This is an optimization exercise on Yosys and OpenROAD, whose aim is small area, not a production implementation. RTL that was checked went through simulation tests only; none was proved equivalent to the original. No functional check of the RTL was part of runs 3 to 6. Power is estimated from default activity; no workload was simulated.

==> design.v <==
module coproc_lane_alu #(
    parameter int WIDTH  = 144,
    parameter int LANE_W = 8,
    parameter int DEPTH  = 4
) (
    input  logic                     clk,
    input  logic                     rst,
    input  logic [WIDTH-1:0]         din,
    input  logic                     din_valid,
    output logic                     din_ready,
    input  logic [2:0]               mode,
    input  logic [$clog2(DEPTH)-1:0] tap,
    input  logic                     clear,
    output logic [WIDTH-1:0]         dout,
    output logic                     dout_valid,
    input  logic                     dout_ready,
    output logic [15:0]              count
);
    localparam int LANES = WIDTH / LANE_W;
    localparam logic [2:0] MODE_PASS  = 3'd0;
    localparam logic [2:0] MODE_DELAY = 3'd1;
    localparam logic [2:0] MODE_ADD   = 3'd2;
    localparam logic [2:0] MODE_SUB   = 3'd3;
    localparam logic [2:0] MODE_XOR   = 3'd4;
    localparam logic [2:0] MODE_ACC   = 3'd5;
    logic [WIDTH-1:0] r_hist [0:DEPTH-1];
    logic [WIDTH-1:0] r_acc;
    logic [WIDTH-1:0] r_dout;
    logic             r_dout_valid;
    logic [15:0]      r_count;
    logic             w_accept;
    logic [WIDTH-1:0] w_h0;
    logic [WIDTH-1:0] w_tap_val;
    logic [WIDTH-1:0] w_acc;
    logic [WIDTH-1:0] w_sum;
    logic [WIDTH-1:0] w_diff;
    logic [WIDTH-1:0] w_acc_next;
    logic [WIDTH-1:0] w_result;
    function automatic logic [LANE_W-1:0] lane_add(input logic [LANE_W-1:0] a,
                                                   input logic [LANE_W-1:0] b);
        lane_add = a + b;
    endfunction
    function automatic logic [LANE_W-1:0] lane_sub(input logic [LANE_W-1:0] a,
                                                   input logic [LANE_W-1:0] b);
        lane_sub = a - b;
    endfunction
    assign din_ready  = !r_dout_valid || dout_ready;
    assign w_accept   = din_valid && din_ready;
    assign dout       = r_dout;
    assign dout_valid = r_dout_valid;
    assign count      = r_count;
    assign w_h0      = clear ? '0 : r_hist[0];
    assign w_tap_val = clear ? '0 : r_hist[tap];
    assign w_acc     = clear ? '0 : r_acc;
    always_comb begin
        w_sum      = '0;
        w_diff     = '0;
        w_acc_next = '0;
        for (int l = 0; l < LANES; l++) begin
            w_sum[l*LANE_W +: LANE_W]      = lane_add(din[l*LANE_W +: LANE_W], w_h0[l*LANE_W +: LANE_W]);
            w_diff[l*LANE_W +: LANE_W]     = lane_sub(din[l*LANE_W +: LANE_W], w_h0[l*LANE_W +: LANE_W]);
            w_acc_next[l*LANE_W +: LANE_W] = lane_add(w_acc[l*LANE_W +: LANE_W], din[l*LANE_W +: LANE_W]);
        end
    end
    always_comb begin
        w_result = din;
        case (mode)
            MODE_PASS:  w_result = din;
            MODE_DELAY: w_result = w_tap_val;
            MODE_ADD:   w_result = w_sum;
            MODE_SUB:   w_result = w_diff;
            MODE_XOR:   w_result = din ^ w_h0;
            MODE_ACC:   w_result = w_acc_next;
            default:    w_result = din;
        endcase
    end
    always_ff @(posedge clk or negedge rst) begin
        if (!rst) begin
            r_dout       <= '0;
            r_dout_valid <= 1'b0;
        end else if (w_accept) begin
            r_dout       <= w_result;
            r_dout_valid <= 1'b1;
        end else if (dout_ready) begin
            r_dout_valid <= 1'b0;
        end
    end
    always_ff @(posedge clk or negedge rst) begin
        if (!rst) begin
            for (int k = 0; k < DEPTH; k++) begin
                r_hist[k] <= '0;
            end
        end else if (w_accept) begin
            for (int k = DEPTH - 1; k > 0; k--) begin
                r_hist[k] <= clear ? '0 : r_hist[k-1];
            end
            r_hist[0] <= din;
        end else if (clear) begin
            for (int k = 0; k < DEPTH; k++) begin
                r_hist[k] <= '0;
            end
        end
    end
    always_ff @(posedge clk or negedge rst) begin
        if (!rst) begin
            r_acc <= '0;
        end else if (w_accept && (mode == MODE_ACC)) begin
            r_acc <= w_acc_next;
        end else if (clear) begin
            r_acc <= '0;
        end
    end
    always_ff @(posedge clk or negedge rst) begin
        if (!rst) begin
            r_count <= '0;
        end else if (w_accept) begin
            r_count <= (clear ? 16'd0 : r_count) + 16'd1;
        end else if (clear) begin
            r_count <= '0;
        end
    end
endmodule
==> run.sh <==
#!/bin/bash
# synth_recipe.tcl (not shown) runs the flow's synth.tcl, then flattens the netlist and writes it again
# the make line also repeats each setting of config.mk as NAME=value (left out here)
make -C /OpenROAD-flow-scripts/flow DESIGN_CONFIG=/design/flow/config.mk WORK_HOME=/design/flow/orfs CLKGATE_MAP_FILE= SYNTH_SCRIPT=/design/flow/synth_recipe.tcl finish
==> config.mk <==
export PLATFORM = sky130hd
export DESIGN_NAME = coproc_lane_alu
export DESIGN_NICKNAME = coproc_lane_alu
export VERILOG_FILES = /design/flow/design.v
export SDC_FILE = /design/flow/constraint.sdc
export NUM_CORES = 4
export LEC_CHECK = 0
export CAP_MARGIN = 20
export CORE_MARGIN = 2
export CORE_UTILIZATION = 40
export SLEW_MARGIN = 20
==> constraint.sdc <==
create_clock -name core_clock -period 3.5 [get_ports {clk}]
set_input_delay 0.7000 -clock core_clock [delete_from_list [all_inputs] [get_ports {clk}]]
set_output_delay 0.7000 -clock core_clock [all_outputs]
set_load 0.01 [all_outputs]
==> impl_metrics.tcl, run 1 <==
set metrics [dict create \
    switchingPower_mw 9.375 \
    core_sq_um 141400 \
    r2r-start "r_hist[0][123]$_DFF_PN0_" \
    synth_fp_nets 6912 \
    fp-row-count 138 \
    synth_compound_gate_area_share_pct 17.81 \
    critical_path_arrival_ns 3.86 \
    syn_area_sq_um 56940 \
    port_buffers 315 \
    post_cts_buffers 0 \
    syn_area_per_cell_sq_um 8.781 \
    drv_slew 0 \
    grt_overflow_total 0 \
    cap_violations 0 \
    avgViaCountPerCell 5.702 \
    nFillCells 13275 \
    drt-initial-drc-count 4136 \
    p_int_mw 20.80 \
    ys_types 86 \
    htreeDepth 3 \
    r2r_setup_slack_ns 0.30 \
    seq_power_share_pct 38.0 \
    clock_power_share_pct 38.0 \
    hold_path_class "reg2reg" \
    grtUsageTotal_pct 25.72 \
    tns_ns 0 \
    finalSetupViolCount 0 \
    vdd_drop_max_v 0.0004097 \
    post-route-util_pct 48.08 \
    chipHeight_um 381.3 \
    wl_mm 189.8 \
    drive_gt1_share_pct 13.02 \
    path_class "reg2reg" \
    p_sw_share_pct 31.07 \
    dp_cells 8594 \
    muxShareOfSynthArea_pct 7.789 \
    place.gp.congestion 0.8687 \
    multi_input_area_sq_um 32870 \
    seq_area_frac_synth_pct 38.72 \
    synth_top_area_share_pct 38.72 \
    clock.fmax_ghz 0.3124 \
    r2r-end "r_dout[127]$_DFFE_PN0P_" \
    worstHoldStart "r_dout[120]$_DFFE_PN0P_" \
    power.total_mw 30.17 \
    vias 50115 \
    post_cts_resized 0 \
    path_clk_slew_ns 0.06 \
    hold_viol 0 \
    fp.dieW_um 381.3 \
    initial_utilization_pct 40.27 \
    ys_top_cells_by_area "dfrtp_1, nand2_1, a21oi_1, mux4_2, ha_1" \
    outcome "finished clean" \
    synth_xor_area_share_pct 7.056 \
    p_comb_share_pct 24.0 \
    worst_pin_slew_ns 0.9619 \
    ios 316 \
    wl_per_cell_um 21.59 \
    cp_max_fo 6 \
    async_reset_ff_share_pct 100.0 \
    timing.hold.ws_ns 0.4787 \
    root_buffer "clkbuf_16" \
    clock_latency_ns 0.75 \
    synth_warnings 2 \
    power-per-cell-area_nw_per_um2 443.7 \
    drt_pass1_iterations 6 \
    antenna_found_initial 10 \
    grt_pass1_wl_mm 293.4 \
    crit_required_ns 4.16 \
    synth_top_family_by_area "simple AND/OR/NAND/NOR gates" \
    drc_errors 0 \
    power.leakage_nw 28.60 \
    synth_edf_count 0 \
    final.period_utilization_pct 91.46 \
    seq_area_sq_um 22050 \
    grt_pass1_vias 48524 \
    area_delta_synth_final_pct 19.41 \
    finalClockSkew_ns 0.02059 \
    endpoint "r_dout[127]$_DFFE_PN0P_" \
    reg2reg_depth 10 \
    yosys.area.top_type "dfrtp_1" \
    grt_max_degree 97 \
    layout_commonest_cell "nand2_1" \
    netlist_instances 6485 \
    grt_setup_unrepaired "no" \
    synthSimpleGateAreaFrac_pct 18.44 \
    cts_made_buffers 103 \
    cts_hold_buf 1 \
    crit_start "r_hist[0][123]$_DFF_PN0_" \
    fin_nets 7237 \
    min_period_ns 3.201 \
    clockBufferDepth 3 \
    ys.flop_type "dfrtp_1" \
    ys_ff_latch 881 \
    start_kind "register" \
    slew_headroom_pct 35.87 \
    ant_nets 0 \
    final_cell_mix "nand2_1, dfrtp_1, a21oi_1" \
    worstSetupEndpointType "register" \
    final-instance-count-excl-fill 8789 \
    cts_tree "done" \
    dieArea_sq_um 145400 \
    synthAdderAreaFrac_pct 6.473 \
    place_hpwl_mm 129.3 \
    clock-sinks 881 \
]
-- per-stage QoR --
step	area, sq um	setup slack [ns]
finish	67990	0.2991
global placement	64410	-0.06804
CTS	67980	0.3130
floorplan	56970	-0.07073
detailed placement	64410	-0.003912
global route	67990	0.1671
-- critical path, stage by stage (launching register included) --
cell and delay (ns):
dfrtp_1 0.45, or4_2 0.75, o21ai_0 0.25, xnor2_1 0.16, nand2_1 0.08, ha_1 0.23
or4_1 0.54, a31oi_1 0.25, xnor2_1 0.15, o21ai_1 0.07, a31oi_1 0.19
-- layout make-up --
| type | count | area share [%] |
|---|---|---|
| antenna | 4 | 0.01472 |
| clock inverter | 37 | 0.6735 |
| sequential | 881 | 32.42 |
| tap | 1890 | 3.478 |
| inverter | 52 | 0.2981 |
| timing repair buffer | 690 | 10.20 |
| multi-input combinational | 5082 | 48.34 |
| clock buffer | 153 | 4.571 |
-- worst min path at each step --
stage          slack, ns  depth (start not counted)                        end
6_report            0.48                          2    r_dout[120]$_DFFE_PN0P_
5_1_grt             0.50                          3    r_hist[1][76]$_DFF_PN0_
4_1_cts             0.45                          3  r_hist[3][99]$_DFFE_PN0P_
3_5_place_dp        0.47                          2    r_dout[121]$_DFFE_PN0P_
3_3_place_gp        0.46                          2    r_dout[137]$_DFFE_PN0P_
2_1_floorplan       0.40                          0         r_acc[0]$_DFF_PN0_
-- per-layer routing --
layer | part of all wire [%] | GRT usage (%) | vias up
met1 | 44 | 35.56 | 25007
met2 | 47 | 41.29 | 1512
met4 | 3.3 | 9.208 | 6
li1 | - | - | 23291
met5 | 0.019 | 0 | -
met3 | 5.6 | 3.429 | 299
-- synthesized netlist by cell type (all sizes together), types with 20 or more instances --
library cell	number
a211oi	45
a21o	63
a21oi	652
a221o	25
a221oi	65
a22oi	22
a31oi	80
buf	160
clkbuf	310
dfrtp	881
fa	36
ha	237
inv	52
mux2	94
mux4	144
nand2	1637
nand2b	84
nand3	64
nand3b	22
nor2	196
nor2b	172
nor3	58
o21ai	518
o21bai	28
o22ai	47
o31ai	44
o41ai	20
or2	50
or4	21
xnor2	310
xor2	141
-- sequential cells by signal, indices dropped and copies added, names as in the netlist --
| name | cells |
|---|---|
| r_dout_valid | 1 |
| r_hist | 576 |
| r_dout | 144 |
| r_acc | 144 |
| r_count | 16 |
-- power by group through the flow --
stage                     Combinational (mW)  Clock [mW]  Sequential (mW)
after floorplan                         4.12           0             11.5
after global placement                  7.11           0             11.6
after detailed placement                7.21           0             11.6
after CTS                               7.25        11.7             11.5
after global routing                    7.91        12.1             11.5
final                                   7.23        11.5             11.5
-- logic make-up after synthesis --
family | Yosys count
AND/OR/NAND/NOR | 2409
AO/OA/AOI/OAI | 1695
flip-flops | 881
buffers and inverters | 522
XOR/XNOR | 454
adder cells (fa/ha/maj) | 273
multiplexers | 251
==> inputs of run 2 (changes only) <==
==> design.v (replaced) <==
module coproc_lane_alu #(
    parameter int WIDTH  = 144,
    parameter int LANE_W = 8,
    parameter int DEPTH  = 4
) (
    input  logic                     clk,
    input  logic                     rst,
    input  logic [WIDTH-1:0]         din,
    input  logic                     din_valid,
    output logic                     din_ready,
    input  logic [2:0]               mode,
    input  logic [$clog2(DEPTH)-1:0] tap,
    input  logic                     clear,
    output logic [WIDTH-1:0]         dout,
    output logic                     dout_valid,
    input  logic                     dout_ready,
    output logic [15:0]              count
);
    localparam int LANES = WIDTH / LANE_W;
    logic [WIDTH-1:0] r_hist [0:DEPTH-1];
    logic [WIDTH-1:0] r_acc;
    logic [WIDTH-1:0] r_dout;
    logic [DEPTH-1:0] r_hv;           
    logic             r_av;           
    logic             r_dout_valid;
    logic [15:0]      r_count;
    logic             w_accept;
    logic             m_delay, m_add, m_sub, m_xor, m_acc;
    logic [$clog2(DEPTH)-1:0] w_idx;
    logic             w_hen, w_aen;
    logic [WIDTH-1:0] w_hsel, w_a, w_b;
    logic [WIDTH-1:0] w_result;
    assign din_ready  = !r_dout_valid || dout_ready;
    assign w_accept   = din_valid && din_ready;
    assign dout       = r_dout;
    assign dout_valid = r_dout_valid;
    assign count      = r_count;
    assign m_delay = (mode == 3'd1);
    assign m_add   = (mode == 3'd2);
    assign m_sub   = (mode == 3'd3);
    assign m_xor   = (mode == 3'd4);
    assign m_acc   = (mode == 3'd5);
    assign w_idx  = m_delay ? tap : '0;
    assign w_hen  = (m_delay || m_add || m_sub || m_xor) && !clear && r_hv[w_idx];
    assign w_aen  = m_acc && !clear && r_av;
    assign w_hsel = r_hist[w_idx];
    assign w_a = m_delay ? '0 : din;
    assign w_b = ((w_hsel & {WIDTH{w_hen}}) | (r_acc & {WIDTH{w_aen}})) ^ {WIDTH{m_sub}};
    always_comb begin
        for (int l = 0; l < LANES; l++) begin
            logic c;
            c = m_sub;
            for (int i = 0; i < LANE_W; i++) begin
                logic a, b;
                a = w_a[l*LANE_W + i];
                b = w_b[l*LANE_W + i];
                w_result[l*LANE_W + i] = a ^ b ^ c;
                c = !m_xor && ((a && b) || (a && c) || (b && c));
            end
        end
    end
    always_ff @(posedge clk or negedge rst) begin
        if (!rst) begin
            r_dout_valid <= 1'b0;
        end else if (w_accept) begin
            r_dout_valid <= 1'b1;
        end else if (dout_ready) begin
            r_dout_valid <= 1'b0;
        end
    end
    always_ff @(posedge clk) begin
        if (w_accept) begin
            r_dout <= w_result;
        end
    end
    always_ff @(posedge clk) begin
        if (w_accept) begin
            for (int k = DEPTH - 1; k > 0; k--) begin
                r_hist[k] <= r_hist[k-1];
            end
            r_hist[0] <= din;
        end
    end
    always_ff @(posedge clk or negedge rst) begin
        if (!rst) begin
            r_hv <= '0;
        end else if (w_accept) begin
            r_hv <= {(clear ? {(DEPTH-1){1'b0}} : r_hv[DEPTH-2:0]), 1'b1};
        end else if (clear) begin
            r_hv <= '0;
        end
    end
    always_ff @(posedge clk) begin
        if (w_accept && m_acc) begin
            r_acc <= w_result;
        end
    end
    always_ff @(posedge clk or negedge rst) begin
        if (!rst) begin
            r_av <= 1'b0;
        end else if (w_accept && m_acc) begin
            r_av <= 1'b1;
        end else if (clear) begin
            r_av <= 1'b0;
        end
    end
    always_ff @(posedge clk or negedge rst) begin
        if (!rst) begin
            r_count <= '0;
        end else if (w_accept) begin
            r_count <= (clear ? 16'd0 : r_count) + 16'd1;
        end else if (clear) begin
            r_count <= '0;
        end
    end
endmodule
==> run 2 against run 1 <==
  * The layout now fails its checks (negative setup slack)
  * Worst hold slack lost 0.47 ns
  * Die area shrank 29%
  * Sequential share of layout area grew 19 points
  * Design area shrank 25%
  * Combinational power shrank 51%
  * Clock skew grew 0.0032 ns
  * Register-to-register slack lost 2.4 ns
  * Via count shrank 48%
  * First-iteration DRC count shrank 34%
  * Cell count shrank 48%
  * Critical path type is now in2reg
  * Highest routed layer unchanged
==> impl_metrics.tcl, run 2 <==
set metrics [dict create \
    outcome "complete, but fails checks" \
    so_faults "negative setup slack" \
    cp_max_fo 7 \
    finalClockSkew_ns 0.02380 \
    syn_area_per_cell_sq_um 14.93 \
    clock_latency_ns 0.67 \
    power.total_mw 26.22 \
    hold_path_class "in2async" \
    avgViaCountPerCell 5.612 \
    p_comb_share_pct 13.6 \
    wl_mm 120.8 \
    root_buffer "clkbuf_16" \
    r2r-start "r_hv[1]$_DFFE_PN0P_" \
    vias 25865 \
    nFillCells 8132 \
    netlist_top_cells_count "edfxtp_1, nand2_1, and2_1, clkbuf_1, xnor2_1" \
    reg2reg_depth 23 \
    r2r_setup_slack_ns -2.09 \
    power-per-cell-area_nw_per_um2 512.0 \
    reg_top3 "r_hist: 576 flops, r_acc: 144 flops, r_dout: 144 flops" \
    place.gp.congestion 0.8425 \
    vdd_drop_max_v 0.0003453 \
    p_int_mw 19.69 \
    place_ws_ns -3.105 \
    ys_ff_latch 886 \
    synth_most_common_cell "edfxtp_1" \
    grt_pass1_vias 26463 \
    synth_fp_nets 2943 \
    post-route-util_pct 51.88 \
    drc_errors 0 \
    grt_max_degree 113 \
    worst_pin_slew_ns 0.8010 \
    dieArea_sq_um 102600 \
    async_reset_ff_share_pct 2.483 \
    r2r-end "r_dout[55]$_DFFE_PP_" \
    synthSimpleGateAreaFrac_pct 6.762 \
    fin_nets 3501 \
    area_delta_synth_final_pct 28.02 \
    drive_gt1_share_pct 27.92 \
    seq_power_share_pct 49.2 \
    grt_overflow_total 0 \
    synth_top_area_share_pct 64.86 \
    power.leakage_nw 17.72 \
    crit_required_ns 3.90 \
    path_class "in2reg" \
    synth_compound_gate_area_share_pct 10.58 \
    cts_tree "done" \
    place_hpwl_mm 84.05 \
    synth_warnings 2 \
    drt-initial-drc-count 2742 \
    final_cell_mix "edfxtp_1, clkdlybuf4s50_1, buf_4" \
    cts_hold_buf 0 \
    yosys.area.top_type "edfxtp_1" \
    syn_area_sq_um 40000 \
    hold_viol 0 \
    synth_edf_count 864 \
    cap_violations 0 \
    path_clk_slew_ns 0.06 \
    min_period_ns 5.645 \
    fp.dieW_um 320.2 \
    fin_ws_ns -2.145 \
    finalSetupViolCount 180 \
    largest_reg_flops 576 \
    drt_pass1_iterations 6 \
    ant_nets 0 \
    antenna_found_initial 15 \
    synth_xor_area_share_pct 3.459 \
    top_register "r_hist" \
    clock-sinks 886 \
    switchingPower_mw 6.532 \
    final.period_utilization_pct 161.3 \
    ios 316 \
    core_sq_um 98710 \
    clock.fmax_ghz 0.1771 \
    synthAdderAreaFrac_pct 5.436 \
    worstSetupEndpointType "register" \
    htreeDepth 3 \
    muxShareOfSynthArea_pct 5.039 \
    drv_slew 0 \
    start_kind "input port" \
    fp-row-count 115 \
    grtUsageTotal_pct 23.21 \
    clock_power_share_pct 37.2 \
    grt_setup_unrepaired "yes" \
    ys_types 51 \
    wl_per_cell_um 26.22 \
    cts_made_buffers 95 \
    clockBufferDepth 3 \
    critical_path_arrival_ns 6.05 \
    port_buffers 315 \
    initial_utilization_pct 40.53 \
    ys_top_cells_by_area "edfxtp_1, fa_1, xnor2_1, mux2_2, and2_1" \
    synth_top_family_by_area "compound AO/OA/AOI/OAI gates" \
    p_sw_share_pct 24.91 \
    slew_headroom_pct 46.22 \
    ys.flop_type "edfxtp_1" \
    chipHeight_um 320.2 \
    seq_area_frac_synth_pct 66.24 \
    netlist_instances 2680 \
    grt_pass1_wl_mm 176.5 \
    layout_commonest_cell "edfxtp_1" \
]
==> run 2: repair_timing <==
| action | in CTS | in global routing |
|---|---|---|
| endpoints found under the setup margin | 210 | 186 |
| gates resized for setup | 41 | 48 |
| pin swaps | 29 | 38 |
| setup buffers | 19 | 26 |
==> run 2: layout make-up <==
class	instances	area [sq um]	share of cell area [%]
inverter	51	195.2	0.3812
timing repair buffer	653	6322	12.35
tap	1287	1610	3.145
sequential	886	26500	51.74
multi-input combinational	1551	13620	26.61
antenna	5	12.51	0.02443
clock buffer	123	2545	4.970
clock inverter	53	404.1	0.7892
==> run 2: routing by layer <==
metal / track usage [%] / vias to the layer above / share of wire [%]
met3: 5.235 / 189 / 8.3
li1: - / 11271 / -
met4: 9.379 / 8 / 3.9
met1: 32.37 / 13241 / 42
met5: 0 / - / 0.038
met2: 35.22 / 1156 / 45
==> run 2: worst max path at each step <==
stage,start,cells after the start,endpoint
3_5_place_dp,mode[0],22,r_dout[47]$_DFFE_PP_
2_1_floorplan,dout_ready,4,r_dout[0]$_DFFE_PP_
6_report,mode[2],24,r_dout[55]$_DFFE_PP_
5_1_grt,mode[2],25,r_acc[31]$_DFFE_PP_
3_3_place_gp,mode[0],22,r_dout[47]$_DFFE_PP_
4_1_cts,mode[1],22,r_dout[47]$_DFFE_PP_
==> run 2: worst max-delay path, stage by stage <==
cell and delay, ns:
buf_6 0.09, or3b_4 0.42, a211o_1 0.29, a221o_4 0.46, buf_12 0.15, buf_6 0.11
buf_12 0.14, o21ai_4 0.14, mux2i_2 0.24, buf_4 0.18, fa_2 0.21, nor2_2 0.04
fa_2 0.42, and2_4 0.17, fa_2 0.32, and2_4 0.15, fa_2 0.32, and2_4 0.14
fa_2 0.39, and2_4 0.16, fa_2 0.36, o22ai_1 0.14, a21oi_1 0.07, xor2_1 0.18
==> run 2: power groups by stage <==
stage | sequential, mW | clock [mW] | combinational (mW)
global route | 12.9 | 10.4 | 3.80
finish | 12.9 | 9.76 | 3.57
floorplan | 13.3 | 0 | 1.64
CTS | 12.9 | 9.95 | 3.52
global placement | 13.1 | 0 | 3.41
detailed placement | 13.1 | 0 | 3.45
==> run 2: kinds of logic after synthesis <==
logic type / after synthesis
buf+inv: 243
fa+ha+maj: 109
compound gates: 562
simple gates: 533
xor+xnor: 158
flops: 886
mux: 189
==> run 2: through the flow <==
stage / cells / setup TNS (ns) / hold slack [ns] / area [sq um]
floorplan: 2680 / -6626.82 / 0.4044 / 40830
global placement: 4385 / -408.08 / 0.4248 / 47500
detailed placement: 4385 / -412.09 / 0.4313 / 47500
CTS: 4579 / -201.84 / 0.4371 / 50790
global route: 4607 / -212.87 / 0.02992 / 51200
finish: 4609 / -202.27 / 0.01208 / 51210
==> inputs of run 3 (changes only) <==
--- a/design.v
+++ b/design.v
@@ -27,7 +27,5 @@
     logic             w_accept;
     logic             m_delay, m_add, m_sub, m_xor, m_acc;
-    logic [$clog2(DEPTH)-1:0] w_idx;
-    logic             w_hen, w_aen;
-    logic [WIDTH-1:0] w_hsel, w_a, w_b;
+    logic [WIDTH-1:0] w_a, w_b;
     logic [WIDTH-1:0] w_result;
     assign din_ready  = !r_dout_valid || dout_ready;
@@ -41,20 +39,28 @@
     assign m_xor   = (mode == 3'd4);
     assign m_acc   = (mode == 3'd5);
-    assign w_idx  = m_delay ? tap : '0;
-    assign w_hen  = (m_delay || m_add || m_sub || m_xor) && !clear && r_hv[w_idx];
-    assign w_aen  = m_acc && !clear && r_av;
-    assign w_hsel = r_hist[w_idx];
-    assign w_a = m_delay ? '0 : din;
-    assign w_b = ((w_hsel & {WIDTH{w_hen}}) | (r_acc & {WIDTH{w_aen}})) ^ {WIDTH{m_sub}};
+    logic s_go, s_dout, s_din, s_h0, s_h0n, s_h1, s_h2, s_h3, s_acc;
+    assign s_go   = din_ready;
+    assign s_dout = !din_ready;
+    assign s_din = s_go && !m_delay;
+    assign s_h0  = s_go && (m_add || m_xor || (m_delay && tap == 2'd0)) && !clear && r_hv[0];
+    assign s_h0n = s_go && m_sub && !clear && r_hv[0];
+    assign s_h1  = s_go && m_delay && tap == 2'd1 && !clear && r_hv[1];
+    assign s_h2  = s_go && m_delay && tap == 2'd2 && !clear && r_hv[2];
+    assign s_h3  = s_go && m_delay && tap == 2'd3 && !clear && r_hv[3];
+    assign s_acc = s_go && m_acc && !clear && r_av;
+    assign w_a = (din & {WIDTH{s_din}}) | (r_hist[1] & {WIDTH{s_h1}})
+               | (r_hist[2] & {WIDTH{s_h2}}) | (r_hist[3] & {WIDTH{s_h3}});
+    assign w_b = (r_hist[0] & {WIDTH{s_h0}}) | (~r_hist[0] & {WIDTH{s_h0n}}) | (r_acc & {WIDTH{s_acc}})
+               | (r_dout & {WIDTH{s_dout}});
     always_comb begin
         for (int l = 0; l < LANES; l++) begin
             logic c;
-            c = m_sub;
-            for (int i = 0; i < LANE_W; i++) begin
+            c = s_h0n;
+            for (int i = 0; i < 8; i++) begin
                 logic a, b;
-                a = w_a[l*LANE_W + i];
-                b = w_b[l*LANE_W + i];
-                w_result[l*LANE_W + i] = a ^ b ^ c;
-                c = !m_xor && ((a && b) || (a && c) || (b && c));
+                a = w_a[l*8+i];
+                b = w_b[l*8+i];
+                w_result[l*8+i] = a ^ (b ^ c);
+                c = (a & (b & !m_xor)) | ((a | b) & c);
             end
         end
@@ -70,7 +76,5 @@
     end
     always_ff @(posedge clk) begin
-        if (w_accept) begin
-            r_dout <= w_result;
-        end
+        r_dout <= w_result;
     end
     always_ff @(posedge clk) begin
==> flow/run.sh (new file) <==
#!/bin/bash
set -euo pipefail
export BUFFER_PORTS_ARGS="-buffer_cell sky130_fd_sc_hd__buf_1"
bash standard.sh > flow_make.log 2>&1
==> standard.sh (new file) <==
#!/bin/bash
# synth_recipe.tcl (not shown) runs the flow's synth.tcl, then flattens the netlist and writes it again
# the make line also repeats each setting of config.mk as NAME=value (left out here)
make -C /OpenROAD-flow-scripts/flow DESIGN_CONFIG=/design/flow/config.mk WORK_HOME=/design/flow/orfs CLKGATE_MAP_FILE= SYNTH_SCRIPT=/design/flow/synth_recipe.tcl "${@:-finish}"
--- a/config.mk
+++ b/config.mk
@@ -8,4 +8,6 @@
 export CAP_MARGIN = 20
 export CORE_MARGIN = 2
-export CORE_UTILIZATION = 40
+export CORE_UTILIZATION = 55
+export GPL_TIMING_DRIVEN = 0
+export SETUP_SLACK_MARGIN = 0.1
 export SLEW_MARGIN = 20
removed: run.sh
==> run 3 against run 2 <==
  * Still fails the layout checks on negative setup slack
  * Total power is 6.5% higher
  * Clock skew is 0.00069 ns lower
  * Utilization is 20 points higher
  * First-iteration DRC count is 45% higher
  * Worst hold slack better by 0.013 ns
  * Register-to-register slack better by 2.0 ns
  * Sequential power is 3% higher
  * Critical path type is now reg2reg
==> impl_metrics.tcl, run 3 <==
set metrics [dict create \
    path_clk_slew_ns 0.06 \
    clock-sinks 886 \
    grt_pass1_wl_mm 185.3 \
    fin_nets 3631 \
    final_cell_mix "edfxtp_1, buf_1, a22oi_1" \
    cts_made_buffers 94 \
    so_faults "negative setup slack" \
    globalRouteMet1Util_pct 47.01 \
    r2r-end "r_acc[135]$_DFFE_PP_" \
    clock_latency_ns 0.66 \
    netlist_instances 2844 \
    ys_types 87 \
    worst_pin_slew_ns 1.055 \
    cp_max_fo 9 \
    clock.fmax_ghz 0.2779 \
    worstSetupEndpointType "register" \
    synthAdderAreaFrac_pct 0.4956 \
    vdd_drop_max_v 0.0004789 \
    crit_start "r_hv[3]$_DFFE_PN0P_" \
    root_buffer "clkbuf_16" \
    synthSimpleGateAreaFrac_pct 8.487 \
    stdcell_area_sq_um 49030 \
    final.period_utilization_pct 102.8 \
    initial_utilization_pct 55.41 \
    grt_setup_unrepaired "yes" \
    grt_pass1_vias 28295 \
    place.gp.congestion 0.8988 \
    place_area_sq_um 40860 \
    yosys.area.top_type "edfxtp_1" \
    layout_commonest_cell "edfxtp_1" \
    synth_fp_nets 2999 \
    place_hpwl_mm 84.83 \
    finalClockSkew_ns 0.02311 \
    muxShareOfSynthArea_pct 0.02973 \
    top_register "r_hist" \
    fp-row-count 96 \
    ant_nets 0 \
    timing.hold.ws_ns 0.02481 \
    grt_overflow_total 0 \
    area_delta_synth_final_pct 29.46 \
    reg_top3 "r_hist: 576 flops, r_acc: 144 flops, r_dout: 144 flops" \
    tns_ns -0.2895 \
    drt-initial-drc-count 3979 \
    avgViaCountPerCell 6.586 \
    wl_mm 131.1 \
    cts_tree "done" \
    async_reset_ff_share_pct 2.483 \
    synth_compound_gate_area_share_pct 15.90 \
    htreeDepth 3 \
    cap_violations 0 \
    hold_viol 0 \
    vias 29262 \
    fp.dieW_um 266.4 \
    grt_max_degree 174 \
    synth_edf_count 720 \
    ios 316 \
    syn_area_sq_um 37870 \
    antenna_found_initial 5 \
    dieArea_sq_um 70970 \
    seq_area_frac_synth_pct 66.15 \
    grt_util_met2_pct 57.66 \
    drive_gt1_share_pct 24.43 \
    path_class "reg2reg" \
    critical_path_arrival_ns 3.98 \
    port_buffers 314 \
    min_period_ns 3.598 \
    reg2reg_depth 15 \
    synth_top_family_by_area "compound AO/OA/AOI/OAI gates" \
    netlist_top_cells_count "edfxtp_1, a22oi_1, nand2_1, xnor2_1, nor2_1" \
    finalSetupViolCount 6 \
    chipHeight_um 266.4 \
    power.total_mw 27.92 \
    outcome "complete, but fails checks" \
    top_usage_layer "met2" \
    drc_errors 0 \
    hold_path_class "in2async" \
    crit_required_ns 3.89 \
    synth_warnings 2 \
    clockBufferDepth 3 \
    ys_ff_latch 886 \
    largest_reg_flops 576 \
    synth_top_area_share_pct 57.09 \
    slew_headroom_pct 29.69 \
    grtUsageTotal_pct 35.74 \
    fin_ws_ns -0.09819 \
    endpoint "r_acc[135]$_DFFE_PP_" \
    ys.flop_type "edfxtp_1" \
    ys_top_cells_by_area "edfxtp_1, dfxtp_1, a22oi_1, xnor2_1, nand2_1" \
    drt_pass1_iterations 8 \
    power.leakage_nw 17.26 \
    use_met3_pct 6.366 \
    synth_most_common_cell "edfxtp_1" \
    drv_slew 0 \
    syn_area_per_cell_sq_um 13.32 \
    synth_xor_area_share_pct 6.475 \
    r2r_setup_slack_ns -0.1 \
    power-per-cell-area_nw_per_um2 569.5 \
    r2r-start "r_hv[3]$_DFFE_PN0P_" \
    core_sq_um 68350 \
    start_kind "register" \
    wl_per_cell_um 29.50 \
]
run 3: cell type report:
type	instances	area (sq um)
clock inverters	37	369.1
diodes	4	10.01
well taps	882	1104
inverters	30	142.6
plain buffers	171	1896
flip-flops and latches	886	25060
clock buffers	140	2699
repair buffers	538	3416
fillers	4658	19320
multi-input cells	1755	14340
run 3: worst min path at each step:
stage                                  startpoint                      end  slack, ns  cells after the start
after CTS                                     rst     r_count[4]$_DFF_PN0_       0.02                      1
after detailed placement  r_hist[1][72]$_DFFE_PP_  r_hist[2][72]$_DFFE_PP_       0.43                      0
final                                         rst     r_count[4]$_DFF_PN0_       0.02                      1
after global routing                          rst     r_count[4]$_DFF_PN0_       0.05                      1
after global placement    r_hist[2][32]$_DFFE_PP_  r_hist[3][32]$_DFFE_PP_       0.43                      0
after floorplan                               rst         r_av$_DFFE_PN0P_       0.40                      0
run 3: power breakdown:
group / switching [mW] / leakage, nW / total [mW] / internal, mW
logic: 2.77 / 7.44 / 4.56 / 1.79
registers: 0.688 / 8.30 / 13.3 / 12.6
clock network: 4.26 / 1.51 / 10.1 / 5.85
run 3: per-layer routing:
metal	vias up	share of wire, %	wire length [um]
met5	-	0.018	23
met4	4	5.3	7007
met3	323	9.8	12850
met2	1826	47	61990
met1	14667	38	49190
li1	12442	-	-
run 3: worst max-delay path, cell delays in order, from the launching register on:
cell and delay, ns:
dfrtp_1 0.39, and3_1 0.20, clkbuf_8 0.14, nor4b_4 0.13, buf_6 0.17, buf_12 0.16, buf_12 0.15, a222oi_1 0.33
nand2_1 0.22, a211oi_4 0.34, a311oi_4 0.06, buf_6 0.15, a21oi_4 0.26, nor2_4 0.07, a22oi_2 0.40, xnor2_1 0.15
run 3: what timing repair did:
action,in CTS,in global routing
endpoints found under the setup margin,258,118
hold buffers,0,0
pin swaps,123,112
resized for setup,507,180
gates cloned,1,6
hold endpoints to repair,0,0
buffers inserted,121,91
run 3: cell families after synthesis:
logic type / count (synthesis)
AOI/OAI and AO/OA: 787
xor gates and xnor gates: 280
adders and majority gates: 18
buffers and inverters: 203
DFF: 886
muxes: 1
and+or+nand+nor: 669
run 3: per-stage QoR:
| stage | utilization [%] | worst slack, ns | instances |
|---|---|---|---|
| after detailed placement | 59.78 | -2.625 | 4047 |
| final | 71.74 | -0.09819 | 4443 |
| after global placement | 59.50 | -2.567 | 4040 |
| after CTS | 69.26 | -0.01786 | 4344 |
| after floorplan | - | -0.3127 | 2844 |
| after global routing | 71.73 | -0.1590 | 4440 |
==> inputs of run 4 (changes only) <==
--- a/design.v
+++ b/design.v
@@ -39,18 +39,15 @@
     assign m_xor   = (mode == 3'd4);
     assign m_acc   = (mode == 3'd5);
-    logic s_go, s_dout, s_din, s_h0, s_h0n, s_h1, s_h2, s_h3, s_acc;
-    assign s_go   = din_ready;
-    assign s_dout = !din_ready;
-    assign s_din = s_go && !m_delay;
-    assign s_h0  = s_go && (m_add || m_xor || (m_delay && tap == 2'd0)) && !clear && r_hv[0];
-    assign s_h0n = s_go && m_sub && !clear && r_hv[0];
-    assign s_h1  = s_go && m_delay && tap == 2'd1 && !clear && r_hv[1];
-    assign s_h2  = s_go && m_delay && tap == 2'd2 && !clear && r_hv[2];
-    assign s_h3  = s_go && m_delay && tap == 2'd3 && !clear && r_hv[3];
-    assign s_acc = s_go && m_acc && !clear && r_av;
+    logic s_din, s_h0, s_h0n, s_h1, s_h2, s_h3, s_acc;
+    assign s_din = !m_delay;
+    assign s_h0  = (m_add || m_xor || (m_delay && tap == 2'd0)) && !clear && r_hv[0];
+    assign s_h0n = m_sub && !clear && r_hv[0];
+    assign s_h1  = m_delay && tap == 2'd1 && !clear && r_hv[1];
+    assign s_h2  = m_delay && tap == 2'd2 && !clear && r_hv[2];
+    assign s_h3  = m_delay && tap == 2'd3 && !clear && r_hv[3];
+    assign s_acc = m_acc && !clear && r_av;
     assign w_a = (din & {WIDTH{s_din}}) | (r_hist[1] & {WIDTH{s_h1}})
                | (r_hist[2] & {WIDTH{s_h2}}) | (r_hist[3] & {WIDTH{s_h3}});
-    assign w_b = (r_hist[0] & {WIDTH{s_h0}}) | (~r_hist[0] & {WIDTH{s_h0n}}) | (r_acc & {WIDTH{s_acc}})
-               | (r_dout & {WIDTH{s_dout}});
+    assign w_b = (r_hist[0] & {WIDTH{s_h0}}) | (~r_hist[0] & {WIDTH{s_h0n}}) | (r_acc & {WIDTH{s_acc}});
     always_comb begin
         for (int l = 0; l < LANES; l++) begin
@@ -76,5 +73,7 @@
     end
     always_ff @(posedge clk) begin
-        r_dout <= w_result;
+        if (w_accept) begin
+            r_dout <= w_result;
+        end
     end
     always_ff @(posedge clk) begin
==> run 4 against run 3 <==
  * Now clean on timing, DRC and antenna
  * Largest cell class unchanged
  * Sequential cell count stayed put
  * First-iteration DRC count is 13% lower
  * Utilization fell by 5.4 points
==> impl_metrics.tcl, run 4 <==
set metrics [dict create \
    outcome "finished clean" \
    clock.fmax_ghz 0.2959 \
    antenna_found_initial 6 \
    avgViaCountPerCell 6.351 \
    syn_area_sq_um 38500 \
    htreeDepth 3 \
    clockBufferDepth 3 \
    reg2reg_depth 12 \
    cp.buffers_inverters 5 \
    slowest_delay_ns 0.46 \
    synth_compound_gate_area_share_pct 11.51 \
    drive_gt1_share_pct 15.11 \
    place_hpwl_mm 76.88 \
    layout_commonest_cell "edfxtp_1" \
    synth_top_family_by_area "compound AO/OA/AOI/OAI gates" \
    port_buffers 314 \
    synth_fp_nets 2930 \
    largest_reg_flops 576 \
    synthSimpleGateAreaFrac_pct 10.32 \
    wl_per_cell_um 27.11 \
    crit_start "clear" \
    hold_path_class "in2async" \
    seq_area_frac_synth_pct 68.82 \
    synthAdderAreaFrac_pct 0.9165 \
    cts_tree "done" \
    final_cell_mix "edfxtp_1, buf_1, nor2_1" \
    grtUsageTotal_pct 31.25 \
    synth_warnings 2 \
    synth_most_common_cell "edfxtp_1" \
    muxShareOfSynthArea_pct 0.02925 \
    cp_max_fo 10 \
    ys.flop_type "edfxtp_1" \
    drt-initial-drc-count 3452 \
    drv_slew 0 \
    critical_path_arrival_ns 3.77 \
    power.total_mw 25.15 \
    grt_overflow_total 0 \
    grt_max_degree 216 \
    hold_viol 0 \
    clock-sinks 886 \
    fin_nets 3391 \
    cts_made_buffers 93 \
    ios 316 \
    path_clk_slew_ns 0.06 \
    async_reset_ff_share_pct 2.483 \
    yosys.area.top_type "edfxtp_1" \
    synth_xor_area_share_pct 6.461 \
    drc_errors 0 \
    power.leakage_nw 15.52 \
    drt_pass1_iterations 6 \
    slowest_stage "a31oi_4" \
    wl_mm 115.3 \
    endpoint "r_acc[61]$_DFFE_PP_" \
    place_area_sq_um 41270 \
    initial_utilization_pct 55.26 \
    r2r_setup_slack_ns 0.18 \
    path_delay_family "compound AO/OA/AOI/OAI gates" \
    synth_edf_count 864 \
    vdd_drop_max_v 0.0003807 \
    clock_latency_ns 0.66 \
    ys_ff_latch 886 \
    power-per-cell-area_nw_per_um2 544.4 \
    slew_headroom_pct 34.70 \
    min_period_ns 3.380 \
    chipHeight_um 268.6 \
    path_class "in2reg" \
    grt_pass1_wl_mm 165.6 \
    ys_types 55 \
    worst_pin_slew_ns 0.9795 \
    area_delta_synth_final_pct 19.99 \
    crit_required_ns 3.89 \
    top_register "r_hist" \
    stdcell_area_sq_um 46190 \
    syn_area_per_cell_sq_um 13.87 \
    worstSetupEndpointType "register" \
    grt_setup_unrepaired "yes" \
    fp.dieW_um 268.6 \
    finalSetupViolCount 0 \
    ant_nets 0 \
    path_cells "clkbuf_2 > buf_4 > nand2b_1 > nor2_4 > buf_4 > clkbuf_2 > a22o_1 > a31oi_4 > a221oi_4 > buf_12 > maj3_1 > maj3_1 > nand2_1 > xnor2_1" \
    final.period_utilization_pct 96.57 \
    netlist_instances 2775 \
    cap_violations 0 \
    core_sq_um 69660 \
    finalClockSkew_ns 0.02944 \
    r2r-end "r_acc[117]$_DFFE_PP_" \
    fp-row-count 97 \
    netlist_top_cells_count "edfxtp_1, nor2_1, nand2_1, xnor2_1, nand3_1" \
    reg_top3 "r_hist: 576 flops, r_acc: 144 flops, r_dout: 144 flops" \
    vias 27019 \
    root_buffer "clkbuf_16" \
    synth_top_area_share_pct 67.39 \
    cts_hold_buf 0 \
    dieArea_sq_um 72130 \
    start_kind "input port" \
    grt_pass1_vias 26005 \
    place.gp.congestion 0.8740 \
    r2r-start "r_hv[3]$_DFFE_PN0P_" \
    crit_cells 14 \
    ys_top_cells_by_area "edfxtp_1, xnor2_1, a221o_1, nand3_1, xor2_1" \
]
-- run 4: cell count changes after synthesis, sizes merged, moves of 63 or more --
cell,change
clkbuf,+70
dfxtp,-144
nor3,+113
nand3,+72
edfxtp,+144
buf,-70
a221o,+63
a21oi,-67
a22oi,-155
-- run 4: through the flow --
step / hold slack (ns) / utilization [%] / TNS, ns / std cells / worst slack, ns
4_1_cts: 0.005079 / 65.50 / 0 / 4234 / 0.05928
2_1_floorplan: 0.4044 / - / -19.07 / 2775 / -0.1324
6_report: 0.007596 / 66.30 / 0 / 4254 / 0.1200
5_1_grt: 0.04452 / 66.30 / 0 / 4252 / 0.06808
3_5_place_dp: 0.4320 / 59.24 / -420.43 / 4041 / -2.423
3_3_place_gp: 0.4219 / 58.79 / -737.40 / 4029 / -2.462
-- run 4: worst min-delay path by stage --
stage                                     to  slack, ns  cells after the start
floorplan                   r_av$_DFFE_PN0P_       0.40                      0
global placement     r_hist[3][24]$_DFFE_PP_       0.42                      0
detailed placement   r_hist[2][85]$_DFFE_PP_       0.43                      0
CTS                 r_dout_valid$_DFFE_PN0P_      0.005                      1
global route            r_count[1]$_DFF_PN0_       0.04                      1
finish              r_dout_valid$_DFFE_PN0P_      0.008                      1
-- run 4: power breakdown --
part	total [mW]	switching (mW)	internal (mW)
clock network	10.1	4.21	5.92
logic	2.29	1.55	0.742
registers	12.7	0.278	12.4
total	25.1	6.04	19.1
-- run 4: final cells by class --
class,instances,area (sq um)
clock inverters,63,670.6
well taps,940,1176
multi-input cells,1711,12370
inverters,5,45.04
fillers,5189,23470
diodes,4,10.01
repair buffers,368,1934
plain buffers,171,1075
clock buffers,106,2419
flip-flops and latches,886,26500
-- run 4: logic make-up (layout without fill, tap and decap cells) --
family / count (synthesis) / after routing
flops: 886 / 886
fa+ha+maj: 35 / 35
xor+xnor: 284 / 284
compound gates: 554 / 554
simple gates: 837 / 837
mux: 1 / 1
other cells: 0 / 4
buf+inv: 178 / 713
-- run 4: repair_timing --
item,4_1_cts,5_1_grt
pin swaps,31,28
endpoints found under the setup margin,276,122
resized for setup,257,139
buffers inserted,26,15
cloned,0,0
-- run 4: metal layers --
metal / wire [um] / GRT usage, % / vias to the layer above
met5: 27 / 0 / -
met4: 4727 / 12.81 / 4
met3: 9509 / 5.205 / 229
met2: 55150 / 50.33 / 1339
met1: 45890 / 42.57 / 13634
li1: - / - / 11813
==> inputs of run 5 (changes only) <==
--- a/design.v
+++ b/design.v
@@ -52,12 +52,29 @@
     always_comb begin
         for (int l = 0; l < LANES; l++) begin
-            logic c;
-            c = s_h0n;
+            logic [7:0] p, g, c;
+            logic [7:0] G1, P1, G2, P2;
             for (int i = 0; i < 8; i++) begin
-                logic a, b;
-                a = w_a[l*8+i];
-                b = w_b[l*8+i];
-                w_result[l*8+i] = a ^ (b ^ c);
-                c = (a & (b & !m_xor)) | ((a | b) & c);
+                p[i] = w_a[l*8+i] ^ w_b[l*8+i];
+                g[i] = w_a[l*8+i] & w_b[l*8+i] & !m_xor;
+            end
+            g[0] = g[0] | (p[0] & s_h0n);
+            G1 = g; P1 = p;
+            for (int i = 1; i < 8; i += 2) begin
+                G1[i] = g[i] | (p[i] & g[i-1]);
+                P1[i] = p[i] & p[i-1];
+            end
+            G2 = G1; P2 = P1;
+            for (int j = 0; j < 8; j += 4) begin
+                for (int i = j + 2; i < j + 4; i++) begin
+                    G2[i] = G1[i] | (P1[i] & G1[j+1]);
+                    P2[i] = P1[i] & P1[j+1];
+                end
+            end
+            for (int i = 0; i < 8; i++) begin
+                c[i] = (i < 4) ? G2[i] : (G2[i] | (P2[i] & G2[3]));
+            end
+            w_result[l*8]   = p[0] ^ s_h0n;
+            for (int i = 1; i < 8; i++) begin
+                w_result[l*8+i] = p[i] ^ c[i-1];
             end
         end
==> run.sh (new file) <==
#!/bin/bash
# synth_recipe.tcl (not shown) runs the flow's synth.tcl, then flattens the netlist and writes it again
# the make line also repeats each setting of config.mk as NAME=value (left out here)
make -C /OpenROAD-flow-scripts/flow DESIGN_CONFIG=/design/flow/config.mk WORK_HOME=/design/flow/orfs CLKGATE_MAP_FILE= SYNTH_SCRIPT=/design/flow/synth_recipe.tcl finish
--- a/config.mk
+++ b/config.mk
@@ -8,6 +8,4 @@
 export CAP_MARGIN = 20
 export CORE_MARGIN = 2
-export CORE_UTILIZATION = 55
-export GPL_TIMING_DRIVEN = 0
-export SETUP_SLACK_MARGIN = 0.1
+export CORE_UTILIZATION = 40
 export SLEW_MARGIN = 20
removed: flow/run.sh
removed: standard.sh
==> run 5 against run 4 <==
  * The layout now fails its checks (negative setup slack)
  * First-iteration DRC count down 26%
  * Clock skew grew 0.0096 ns
  * Worst hold slack better by 0.0011 ns
  * Synthesized cell count shrank 20%
  * Sequential cell count unchanged
  * Sequential share of layout area shrank 4.1 points
  * Global-route usage down 9.2 points
  * Maximum frequency decreased by 7.6%
  * Worst setup slack lost 0.28 ns
  * Critical path type is now reg2reg
  * Largest power group unchanged
  * Highest routed layer unchanged
==> impl_metrics.tcl, run 5 <==
set metrics [dict create \
    grt_pass1_wl_mm 158.4 \
    area_delta_synth_final_pct 32.98 \
    root_buffer "clkbuf_16" \
    largest_reg_flops 576 \
    routed.top_layer "met5" \
    fin_ws_ns -0.1565 \
    drv_slew 0 \
    vdd_drop_max_v 0.0003597 \
    slowest_delay_ns 0.39 \
    synth_most_common_cell "edfxtp_1" \
    syn_area_sq_um 37440 \
    cts_tree "done" \
    cts_made_buffers 99 \
    top_register "r_hist" \
    drt-initial-drc-count 2542 \
    stdcell_area_sq_um 49790 \
    drive_gt1_share_pct 23.35 \
    chipHeight_um 309.9 \
    reg_top3 "r_hist: 576 flops, r_acc: 144 flops, r_dout: 144 flops" \
    port_buffers 315 \
    grt_max_degree 121 \
    slew_headroom_pct 55.58 \
    fp.dieW_um 309.9 \
    vias 24312 \
    netlist_instances 2230 \
    syn_area_per_cell_sq_um 16.79 \
    multi_input_area_sq_um 11690 \
    drc_errors 0 \
    outcome "complete, but fails checks" \
    core_sq_um 93050 \
    critical_path_arrival_ns 4.06 \
    clock-sinks 886 \
    clock_latency_ns 0.68 \
    clock.fmax_ghz 0.2735 \
    path_class "reg2reg" \
    finalClockSkew_ns 0.03908 \
    async_reset_ff_share_pct 2.483 \
    synth_fp_nets 2583 \
    power-per-cell-area_nw_per_um2 520.3 \
    met3WireLength_mm 9.155 \
    netlist_top_cells_count "edfxtp_1, a221o_1, ha_1, nor2_1, a22o_1" \
    wl_mm 108.3 \
    worst_pin_slew_ns 0.6663 \
    fp-row-count 112 \
    worstSetupEndpointType "register" \
    initial_utilization_pct 40.24 \
    place_ws_ns -1.572 \
    timing.hold.ws_ns 0.008667 \
    clockBufferDepth 3 \
    ios 316 \
    ys_ff_latch 886 \
    ys_types 45 \
    path_cells "and4b_1 > and2_4 > buf_4 > a22o_1 > a221o_1 > ha_1 > ha_2 > a21o_1 > ha_2 > o21a_1 > o211ai_1 > nand2_2 > buf_6 > a41oi_2 > buf_4 > xnor3_1" \
    grt_setup_unrepaired "yes" \
    cp_max_fo 6 \
    seq_area_sq_um 26500 \
    final_cell_mix "edfxtp_1, clkdlybuf4s50_1, a221o_1" \
    drt_pass1_iterations 6 \
    avgViaCountPerCell 5.757 \
    m1WireLength_mm 46.97 \
    slowest_stage "dfrtp_1" \
    antenna_found_initial 14 \
    final.period_utilization_pct 104.5 \
    so_faults "negative setup slack" \
    wl_met2_mm 49.83 \
    yosys.area.top_type "edfxtp_1" \
    crit_required_ns 3.91 \
    cap_violations 0 \
    place_hpwl_mm 69.63 \
    seq_area_frac_synth_pct 70.77 \
    place.gp.congestion 0.8793 \
    dp_cells 3966 \
    min_period_ns 3.656 \
    wl_per_cell_um 25.66 \
    grt_pass1_vias 24501 \
    layout_commonest_cell "edfxtp_1" \
    cts_hold_buf 0 \
    path_clk_slew_ns 0.06 \
    fin_nets 3238 \
    ys.flop_type "edfxtp_1" \
    final-instance-count-excl-fill 4223 \
    hold_viol 0 \
    finalSetupViolCount 64 \
    nFillCells 7464 \
    synth_top_area_share_pct 69.30 \
    ys_top_cells_by_area "edfxtp_1, a221o_1, ha_1, a22o_1, nor2_1" \
    dieArea_sq_um 96060 \
    synth_edf_count 864 \
    grt_overflow_total 0 \
    start_kind "register" \
    grtUsageTotal_pct 22.02 \
    post-route-util_pct 53.51 \
    htreeDepth 3 \
    ant_nets 0 \
    hold_path_class "in2async" \
    place_area_sq_um 44300 \
    synth_warnings 2 \
    power.leakage_nw 18.61 \
]
==> run 5: cell types whose count changed in the layout (fill, tap and decap cells not counted), sizes merged, moves of 91 or more <==
cell / before / now
clkdlybuf4s50: 0 / 308
ha: 1 / 199
nand3: 185 / 1
a221o: 107 / 270
nand2: 187 / 35
xnor2: 186 / 61
nor3: 125 / 3
clkbuf: 225 / 121
xor2: 98 / 7
==> run 5: per-stage QoR <==
stage	setup TNS [ns]	power, mW
finish	-4.472	25.91
global route	-14.70	26.73
CTS	-2.158	25.97
detailed placement	-255.95	15.32
global placement	-240.59	15.26
floorplan	-7029.97	14.17
==> run 5: kinds of logic after synthesis <==
logic type | count (synthesis) | share of synthesized area [%]
xor+xnor | 86 | 2.674
flops | 886 | 70.77
simple gates | 287 | 3.486
compound gates | 638 | 14.80
fa+ha+maj | 199 | 6.650
buf+inv | 134 | 1.617
==> run 5: routing by layer <==
layer | GRT usage [%] | up-vias
li1 | - | 10637
met1 | 31.42 | 12476
met2 | 34.01 | 1041
met3 | 4.768 | 148
met4 | 6.202 | 10
met5 | 0 | -
==> run 5: area by class of cell <==
class	instances	area share, %
clock buffers	119	5.169
diodes	6	0.03016
inverters	4	0.03770
clock inverters	60	1.302
multi-input cells	1210	23.47
repair buffers	684	13.62
flip-flops and latches	886	53.22
well taps	1254	3.151
==> run 5: timing repair <==
action                     CTS  global route
gates resized for setup    210           107
pin swaps                  155           119
setup endpoints to repair  206           122
buffers inserted            54            22
gates cloned                 5             1
==> run 5: power by group <==
| group | leakage (nW) | switching (mW) | internal [mW] |
|---|---|---|---|
| Combinational | 8.56 | 1.33 | 1.31 |
| Sequential | 8.47 | 0.330 | 12.5 |
| Clock | 1.57 | 4.29 | 6.18 |
==> run 5: worst paths after layout <==
kind                                               from                       to  slack (ns)  depth (start not counted)
worst max-delay path                r_hv[3]$_DFFE_PN0P_     r_acc[111]$_DFFE_PP_       -0.16                         16
worst min register to register  r_hist[1][19]$_DFFE_PP_  r_hist[2][19]$_DFFE_PP_        0.42                          0
max in group asynchronous                           rst    r_count[12]$_DFF_PN0_        3.12                          1
min in group core_clock         r_hist[1][19]$_DFFE_PP_  r_hist[2][19]$_DFFE_PP_        0.42                          0
worst max register to register      r_hv[3]$_DFFE_PN0P_     r_acc[111]$_DFFE_PP_       -0.16                         16
worst min-delay path                                rst    r_count[13]$_DFF_PN0_       0.009                          1
==> run 5: critical path: cells and delay by family, from the launching register on <==
kind	cells	cell delay, ns
flip-flops	1	0.39
AND/OR/NAND/NOR	3	0.55
AO/OA/AOI/OAI	6	1.12
adder cells (fa/ha/maj)	3	0.64
XOR/XNOR	1	0.23
buffers and inverters	3	0.47
==> inputs of run 6 (changes only) <==
--- a/design.v
+++ b/design.v
@@ -39,6 +39,5 @@
     assign m_xor   = (mode == 3'd4);
     assign m_acc   = (mode == 3'd5);
-    logic s_din, s_h0, s_h0n, s_h1, s_h2, s_h3, s_acc;
-    assign s_din = !m_delay;
+    logic s_h0, s_h0n, s_h1, s_h2, s_h3, s_acc;
     assign s_h0  = (m_add || m_xor || (m_delay && tap == 2'd0)) && !clear && r_hv[0];
     assign s_h0n = m_sub && !clear && r_hv[0];
@@ -47,7 +46,8 @@
     assign s_h3  = m_delay && tap == 2'd3 && !clear && r_hv[3];
     assign s_acc = m_acc && !clear && r_av;
-    assign w_a = (din & {WIDTH{s_din}}) | (r_hist[1] & {WIDTH{s_h1}})
-               | (r_hist[2] & {WIDTH{s_h2}}) | (r_hist[3] & {WIDTH{s_h3}});
-    assign w_b = (r_hist[0] & {WIDTH{s_h0}}) | (~r_hist[0] & {WIDTH{s_h0n}}) | (r_acc & {WIDTH{s_acc}});
+    assign w_a = m_delay ? '0 : din;
+    assign w_b = (r_hist[0] & {WIDTH{s_h0}}) | (~r_hist[0] & {WIDTH{s_h0n}}) | ({WIDTH{m_sub && !s_h0n}})
+               | (r_hist[1] & {WIDTH{s_h1}}) | (r_hist[2] & {WIDTH{s_h2}}) | (r_hist[3] & {WIDTH{s_h3}})
+               | (r_acc & {WIDTH{s_acc}});
     always_comb begin
         for (int l = 0; l < LANES; l++) begin
@@ -58,5 +58,5 @@
                 g[i] = w_a[l*8+i] & w_b[l*8+i] & !m_xor;
             end
-            g[0] = g[0] | (p[0] & s_h0n);
+            g[0] = g[0] | (p[0] & m_sub);
             G1 = g; P1 = p;
             for (int i = 1; i < 8; i += 2) begin
@@ -74,5 +74,5 @@
                 c[i] = (i < 4) ? G2[i] : (G2[i] | (P2[i] & G2[3]));
             end
-            w_result[l*8]   = p[0] ^ s_h0n;
+            w_result[l*8]   = p[0] ^ m_sub;
             for (int i = 1; i < 8; i++) begin
                 w_result[l*8+i] = p[i] ^ c[i-1];
==> run 6 against run 5 <==
  * The layout still fails its checks (negative setup slack)
  * Wire length is 12% higher
  * Worst setup slack better by 0.016 ns
  * Maximum frequency is 0.43% higher
  * Synthesized cell count is 22% higher
  * Utilization is 0.33 points lower
  * Non-clock buffer count is 36 higher
  * Total power is 1.9% higher
  * Critical path depth is 1 lower
  * Worst hold slack better by 0.014 ns
  * Critical path type unchanged
  * Highest routed layer unchanged
==> impl_metrics.tcl, run 6 <==
set metrics [dict create \
    power-per-cell-area_nw_per_um2 513.4 \
    synth_warnings 2 \
    synth_most_common_cell "edfxtp_1" \
    clock.fmax_ghz 0.2747 \
    grt_overflow_total 0 \
    netlist_instances 2726 \
    wl_per_cell_um 25.77 \
    fp-row-count 114 \
    synth_top_family_by_area "compound AO/OA/AOI/OAI gates" \
    worstSetupEndpointType "register" \
    synth_xor_area_share_pct 2.355 \
    grt_pass1_vias 27847 \
    top_usage_layer "met2" \
    outcome "complete, but fails checks" \
    ys_top_cells_by_area "edfxtp_1, ha_1, a22o_1, nand3_1, a221oi_1" \
    nFillCells 7895 \
    muxShareOfSynthArea_pct 0.02883 \
    largest_reg_flops 576 \
    clockBufferDepth 3 \
    power.total_mw 26.41 \
    async_reset_ff_share_pct 2.483 \
    ys_ff_latch 886 \
    ys_types 42 \
    final_cell_mix "edfxtp_1, buf_4, clkdlybuf4s50_1" \
    wl_mm 121.7 \
    path_class "reg2reg" \
    hold_path_class "in2async" \
    synth_fp_nets 3079 \
    grt_setup_unrepaired "yes" \
    crit_start "r_hv[3]$_DFFE_PN0P_" \
    fin_ws_ns -0.1408 \
    finalClockSkew_ns 0.04313 \
    final.period_utilization_pct 104.0 \
    fp.dieW_um 316.5 \
    ant_nets 0 \
    place_area_sq_um 46970 \
    synth_top_area_share_pct 66.43 \
    area_delta_synth_final_pct 31.68 \
    seq_area_frac_synth_pct 67.84 \
    fin_nets 3721 \
    chipHeight_um 316.5 \
    yosys.area.top_type "edfxtp_1" \
    globalRouteMet1Util_pct 31.81 \
    drive_gt1_share_pct 21.48 \
    netlist_top_cells_count "edfxtp_1, nand3_1, ha_1, a21oi_1, a22o_1" \
    min_period_ns 3.641 \
    slowest_delay_ns 0.46 \
    critical_path_arrival_ns 4.05 \
    drv_slew 0 \
    final-instance-count-excl-fill 4723 \
    tns_ns -2.057 \
    finalSetupViolCount 36 \
    syn_area_sq_um 39050 \
    avgViaCountPerCell 5.797 \
    start_kind "register" \
    ios 316 \
    path_cells "and3b_4 > buf_12 > a22o_1 > a221oi_2 > nand3_1 > ha_1 > ha_2 > a21o_1 > ha_2 > a21o_1 > a22o_1 > a22o_1 > ha_4 > a21oi_4 > xnor2_2" \
    core_sq_um 96710 \
    top_register "r_hist" \
    place_hpwl_mm 77.83 \
    syn_area_per_cell_sq_um 14.33 \
    cp.buffers_inverters 1 \
    power.leakage_nw 19.09 \
    synth_compound_gate_area_share_pct 12.85 \
    antenna_found_initial 10 \
    r2r-start "r_hv[3]$_DFFE_PN0P_" \
    dp_cells 4491 \
    root_buffer "clkbuf_16" \
    place_ws_ns -1.244 \
    slowest_stage "dfrtp_2" \
    crit_top_cell "a22o_1" \
    worst_pin_slew_ns 0.9861 \
    cp_max_fo 6 \
    path_clk_slew_ns 0.06 \
    synthSimpleGateAreaFrac_pct 8.602 \
    dieArea_sq_um 100200 \
    cts_tree "done" \
    htreeDepth 3 \
    vias 27381 \
    hold_viol 0 \
    use_met3_pct 4.349 \
    place.gp.congestion 0.8487 \
    synthAdderAreaFrac_pct 6.375 \
    grt_max_degree 140 \
    drt_pass1_iterations 6 \
    grt_util_met2_pct 38.45 \
    ys.flop_type "edfxtp_1" \
    grtUsageTotal_pct 23.54 \
    stdcell_area_sq_um 51430 \
    grt_pass1_wl_mm 177.1 \
    so_faults "negative setup slack" \
    vdd_drop_max_v 0.0004151 \
    path_delay_family "compound AO/OA/AOI/OAI gates" \
    port_buffers 315 \
    layout_commonest_cell "edfxtp_1" \
    cts_made_buffers 97 \
    synth_edf_count 864 \
    slew_headroom_pct 34.19 \
    drt-initial-drc-count 2942 \
    clock-sinks 886 \
    reg_top3 "r_hist: 576 flops, r_acc: 144 flops, r_dout: 144 flops" \
    post-route-util_pct 53.18 \
    drc_errors 0 \
    crit_required_ns 3.91 \
    cap_violations 0 \
    initial_utilization_pct 40.38 \
    timing.hold.ws_ns 0.02303 \
    clock_latency_ns 0.67 \
]
==> run 6: final timing paths <==
kind,endpoint,slack (ns),cells past startpoint
min in group core_clock,r_hist[2][102]$_DFFE_PP_,0.44,0
hold / removal,r_count[13]$_DFF_PN0_,0.02,1
setup / recovery,r_dout[13]$_DFFE_PP_,-0.14,15
max in group asynchronous,r_hv[3]$_DFFE_PN0P_,3.08,1
setup reg to reg,r_dout[13]$_DFFE_PP_,-0.14,15
hold reg to reg,r_hist[2][102]$_DFFE_PP_,0.44,0
==> run 6: power breakdown <==
group          switching (mW)  leakage [nW]  internal (mW)
logic                    1.77          9.12           1.56
registers               0.330          8.47           12.5
clock network            4.33          1.51           5.88
==> run 6: logic make-up after synthesis <==
group,after synthesis
DFF,886
AOI/OAI and AO/OA,685
and+or+nand+nor,669
adders and majority gates,199
buffers and inverters,181
xor gates and xnor gates,105
muxes,1
==> run 6: layout make-up <==
cell class	count	area [sq um]	share of cell area, %
timing repair buffer	720	7194	13.99
clock inverter	53	499.2	0.9707
clock buffer	123	2589	5.034
tap	1276	1597	3.104
antenna	2	5.005	0.009731
multi-input combinational	1661	13040	25.35
inverter	2	11.26	0.02190
sequential	886	26500	51.52
==> run 6: repair_timing <==
action,CTS,global route
setup buffers,27,20
setup endpoints to repair,214,140
endpoints found under the hold margin,0,0
gates resized for setup,72,92
gates cloned,4,5
pin swaps,54,90
hold buffers,0,0
==> run 6: metal layers <==
layer  part of all wire [%]  routed length (um)
met5                  0.065                  79
met4                    3.1                3713
met3                    8.2               10040
met2                     47               57540
met1                     41               50330

-- port drivers added, routing unchanged --
In the flow no input, the clock included, has a driving cell. The finished layouts below were timed again as built, in two steps.
Step 1, drivers: a clkbuf_16 drives clk and a buf_2 each remaining input, both assumed.
Step 2 also shifts input and output timing later by t, the mid clock arrival at the registers, as if the neighbouring blocks saw the same clock.
a / b / c = ideal ports / drivers / drivers and shift; a / b = the first two.
run | t, ns | setup WS [ns] | hold slack, ns | worst setup path after step 2 | cell pins on the clock port's net
run 1 | 0.807 | 0.299 / 0.299 / -0.068 | 0.479 / 0.438 / 0.479 | input to register | 1
run 2 | 0.726 | -2.145 / -2.107 / -2.833 | 0.012 / -0.032 / 0.444 | input to register | 1
run 3 | 0.718 | -0.098 / -0.098 / -0.732 | 0.025 / -0.002 / 0.444 | input to register | 1
run 4 | 0.713 | 0.120 / 0.158 / -0.555 | 0.008 / -0.038 / 0.443 | input to register | 1
run 5 | 0.730 | -0.156 / -0.156 / -0.762 | 0.009 / -0.036 / 0.425 | input to register | 1
run 6 | 0.713 | -0.141 / -0.141 / -0.828 | 0.023 / -0.027 / 0.438 | input to register | 1
Met with ideal ports but missed after step 2: setup timing in run 1 and run 4. For run 2, which loses most, drivers alone change the setup slack by +0.038 ns; drivers and shift together by -0.688 ns.
